From an optimization exercise on the open Yosys and OpenROAD flow, aimed at small area; shortcuts taken in it are not production practice. At most, simulation tests tie the RTL to the original design; equivalence was not proved. Power and IR drop assume default switching activity. No driver is modelled on the clock port, so clocking that relies on it looks cheaper here than on a real chip.

## rev 12
Design rms_normalizer_top, start of the top module:
module rms_normalizer_top #(
    parameter int MAX_LEN = rmsn_pkg::MAX_LEN_DEF
) (
    input  logic        clk,
    input  logic        rst_n,
    input  logic        psel,
    input  logic        penable,
    input  logic        pwrite,
    input  logic [2:0]  paddr,
    input  logic [31:0] pwdata,
    output logic [31:0] prdata,
    output logic        pready,
    input  logic        in_valid,
    output logic        in_stall,
    input  logic signed [15:0] element_value,
    input  logic signed [15:0] gain_weight,
    input  logic        end_of_vector,
    output logic        out_valid,
    input  logic        out_stall,
    output logic signed [15:0] normalized_value,
    output logic        final_output,
    output logic        length_overflow
);
For scale: roughly 2900 cells after synthesis, roughly 2300 flip-flops, roughly 130 I/O pins, ~51000 um^2 of cells after synthesis.
Settings: LEC_CHECK=0, CAP_MARGIN=20, CORE_MARGIN=2, CORE_UTILIZATION=40, CTS_BUF_LIST=sky130_fd_sc_hd__clkbuf_16, CTS_CLUSTER_DIAMETER=60, CTS_CLUSTER_SIZE=35, SLEW_MARGIN=20; clock period 10.0 ns.
standard.sh (not shown) runs the stock make flow with config.mk's settings and CLKGATE_MAP_FILE= SYNTH_SCRIPT=/design/flow/synth_recipe.tcl, a recipe that flattens the netlist after the stock synthesis.
==> flow/flow/run.sh <==
#!/bin/bash
# Standard ORFS flow; only the clock tree (no dummy loads) and the port
# buffer cell are chosen here. Tool output goes to flow_make.log.
set -euo pipefail
export CTS_ARGS="-sink_clustering_enable -repair_clock_nets -dont_use_dummy_load -buf_list sky130_fd_sc_hd__clkbuf_16 -sink_clustering_size 35 -sink_clustering_max_diameter 100"
export BUFFER_PORTS_ARGS="-buffer_cell sky130_fd_sc_hd__buf_1"
bash standard.sh > flow_make.log 2>&1
Rev 12 reached the final stage; the timing, design-rule and antenna checks on its layout passed.
Here is what was changed in the inputs of rev 13 compared with rev 12.
--- a/flow/design.v
+++ b/flow/design.v
@@ -68,23 +68,23 @@
         S_EPS = 4'd5,    
         S_RS  = 4'd6,    
         S_OW  = 4'd7,    
         S_M2  = 4'd8,    
         S_OV  = 4'd9     
     } state_t;
     state_t                     state;
     logic                       om;          
     logic [5:0]                 ph;
     logic [6:0]                 cnt;
     logic                       ovf;
-    logic [6:0]                 k;           
+    logic [5:0]                 k;
     logic [5:0]                 c;
     logic [5:0]                 u;
     logic                       lastf;
     logic                       xfirst;
     logic [rmsn_pkg::EPS_W-1:0] eps;
     logic                       take;
     logic                       wr;
     logic [63:0][31:0]          ring;
     assign pready = 1'b1;
     assign prdata = paddr[2] ? 32'd0 : {8'd0, eps};
     assign in_stall = !((state == S_COL) && (cnt[6] || (ph == cnt[5:0])));
@@ -125,23 +125,23 @@
         begin
             xsgn <= ring[0][31];
             neg  <= ring[0][31] ^ ring[0][15];
         end
     end
     logic [RW-1:0] xr;
     logic [RW-1:0] rr;
     logic [RW-1:0] r2;
     logic [RW-1:0] qr;
     logic          cx, cr, cr2;
     logic          rd, rd2, r2d1, r2d2, qd1, qd2, qd3, xd1, xd2;
-    logic          bflop, qa, qb, pend, vz;
+    logic          bflop, qa, qb, pend, pos2, vz;
     logic [2:0]    bw;       
     logic [1:0]    pp;       
     logic          pprev;
     logic b1_one, b1_two, b1_neg, b2_one, b2_two, b2_neg;
     assign b1_one = bw[1] ^ bw[0];
     assign b1_two = (bw == 3'b100) || (bw == 3'b011);
     assign b1_neg = bw[2];
     assign b2_one = pp[0] ^ pprev;
     assign b2_two = ((pp == 2'b10) && !pprev) || ((pp == 2'b01) && pprev);
     assign b2_neg = pp[1];
     logic x_a, x_b, x_ci, x_s, x_co, x_in;
@@ -187,23 +187,23 @@
         r_co    = (r_a & r_b) | (r_a & r_ci) | (r_b & r_ci);
         if (state == S_M2)
             r_in = (c <= 6'd34) ? rr[2] : ((c == 6'd35) ? rr[1] : rr[0]);
         else
             r_in = r_s;
     end
     logic sq_act, sq_first, pos2e, a2, o2, b2, ci2, s2, co2, q_en, q_in, r2_en, r2_in;
     always_comb
     begin
         sq_act   = (state == S_RS) && u[0];
         sq_first = (u == 6'd1);
-        pos2e    = sq_first || pend;
+        pos2e    = sq_first || pos2;
         if (state == S_M2)
         begin
             if (u == 6'd0)
                 a2 = neg ? (c < 6'd29) : (c == 6'd29);
             else if (c <= 6'd34)
                 a2 = r2[2];
             else if (c == 6'd35)
                 a2 = r2[1];
             else
                 a2 = r2[0];
             o2  = b2_one ? qr[0] : (b2_two && qd1 && (c != 6'd0));
@@ -281,80 +281,79 @@
             bflop <= qr[0];
         if (state == S_EPS)
             qb <= 1'b0;
         else if (r_step && (c == 6'd36))
         begin
             qa <= qb;
             qb <= !r_s;
         end
         if (sq_act && (c == 6'd36))
         begin
             pend <= !s2;
+            pos2 <= !s2;
         end
         if (((state == S_LD) && (c == 6'd37)) || ((state == S_M1) && (c == 6'd36)))
             bw <= xr[16:14];
         if (((state == S_M1) || (state == S_M2)) && (c == 6'd36))
         begin
             pp    <= rr[2:1];
             pprev <= (state == S_M2) && pp[1];
         end
     end
     logic inrange;
     assign inrange          = (r2[RW-1:15] == '0) || (r2[RW-1:15] == '1);
     assign out_valid        = (state == S_OV);
     assign normalized_value = inrange ? r2[15:0] : (r2[RW-1] ? 16'h8000 : 16'h7fff);
     assign final_output     = is_final;
     assign length_overflow  = ovf;
     logic pass_end;
     assign pass_end = (c == 6'd36);
-    logic       is_final;
-    logic [5:0] ph_next;
-    assign is_final = (k == cnt);
-    assign ph_next  = ph + 6'd1;
+    logic is_final;
+    assign is_final = (7'(k) + 7'd1 == cnt);
     always_ff @(posedge clk)
     begin
-        if (((state == S_COL) && take) || ((state == S_OW) && (ph_next == k[5:0])) || ((state == S_LD) && (c == 6'd37)))
+        if (((state == S_COL) && take) || ((state == S_OW) && (ph == k)) || ((state == S_LD) && (c == 6'd37)))
             c <= '0;
         else if (state == S_LD)
             c <= c + 6'd1;
         else
             c <= pass_end ? 6'd0 : c + 6'd1;
         if (((state == S_COL) && take) || ((state == S_LD) && (c == 6'd37))
             || (pass_end && (((state == S_M1) && (u == 6'd7)) || (state == S_ADD) || (state == S_EPS))))
             u <= '0;
         else if (pass_end)
             u <= u + 6'd1;
         if ((state == S_RS) && pass_end && (u == 6'd62))
-            k <= 7'd1;
+            k <= '0;
         else if ((state == S_OV) && !out_stall)
-            k <= k + 7'd1;
+            k <= k + 6'd1;
         if ((state == S_COL) && take && !cnt[6])
         begin
             lastf  <= end_of_vector;
             xfirst <= (cnt == 7'd0);
         end
     end
     always_ff @(posedge clk or negedge rst_n)
     begin
         if (!rst_n)
         begin
             state  <= S_COL;
             om     <= 1'b0;
             ph     <= '0;
             cnt    <= '0;
             ovf    <= 1'b0;
             eps    <= rmsn_pkg::EPS_RESET;
         end
         else
         begin
-            ph <= ph_next;
+            ph <= ph + 6'd1;
             if (psel && penable && pwrite && !paddr[2])
                 eps <= pwdata[rmsn_pkg::EPS_W-1:0];
             case (state)
                 S_COL:
                 begin
                     if (take)
                     begin
                         if (cnt[6])
                         begin
                             ovf <= 1'b1;
                             if (end_of_vector)
@@ -402,23 +401,23 @@
                 end
                 S_RS:
                 begin
                     if (pass_end && (u == 6'd62))
                     begin
                         state <= S_OW;
                         om    <= 1'b1;
                     end
                 end
                 S_OW:
                 begin
-                    if (ph_next == k[5:0])
+                    if (ph == k)
                     begin
                         state <= S_LD;
                     end
                 end
                 S_M2:
                 begin
                     if (pass_end && (u == 6'd15))
                         state <= S_OV;
                 end
                 S_OV:
                 begin
## What came out
- The post-route cell area of rev 13 and that of rev 12 are within noise of each other.
- Taking rev 12 as the reference, in rev 13 final cell count without fillers saw little to no change, met2 usage saw a decrease, count of clock-buffer cells in the layout saw little to no change, post-route core utilization saw little to no change, overall power after layout saw a decrease.
No functional check of the RTL was part of rev 12.

-- re-timing with driven ports --
In the flow no input, the clock included, has a driving cell. The finished layouts below were timed again as built, in two steps.
Step 1 (the two cells are an assumption about what drives the block):
set clk [get_ports {clk}]
set_driving_cell -lib_cell sky130_fd_sc_hd__clkbuf_16 $clk
set_driving_cell -lib_cell sky130_fd_sc_hd__buf_2 [delete_from_list [all_inputs] $clk]
Step 2 times the ports against the registers' clock, not the clock port: input delays grow and output delays shrink by t, the midpoint of the rising clock arrivals with the driver on.
a / b / c = no drivers / after step 1 / after step 2; a / b = the first two.
run | t, ns | setup WS [ns] | worst slew at a driven data input, ns | pins driven straight from the clock port
rev 12 | 0.709 | 4.990 / 4.921 / 5.321 | 0.07 | 1
rev 13 | 0.705 | 5.075 / 5.006 / 5.213 | 0.08 | 1
After both steps every run listed still meets setup and hold.
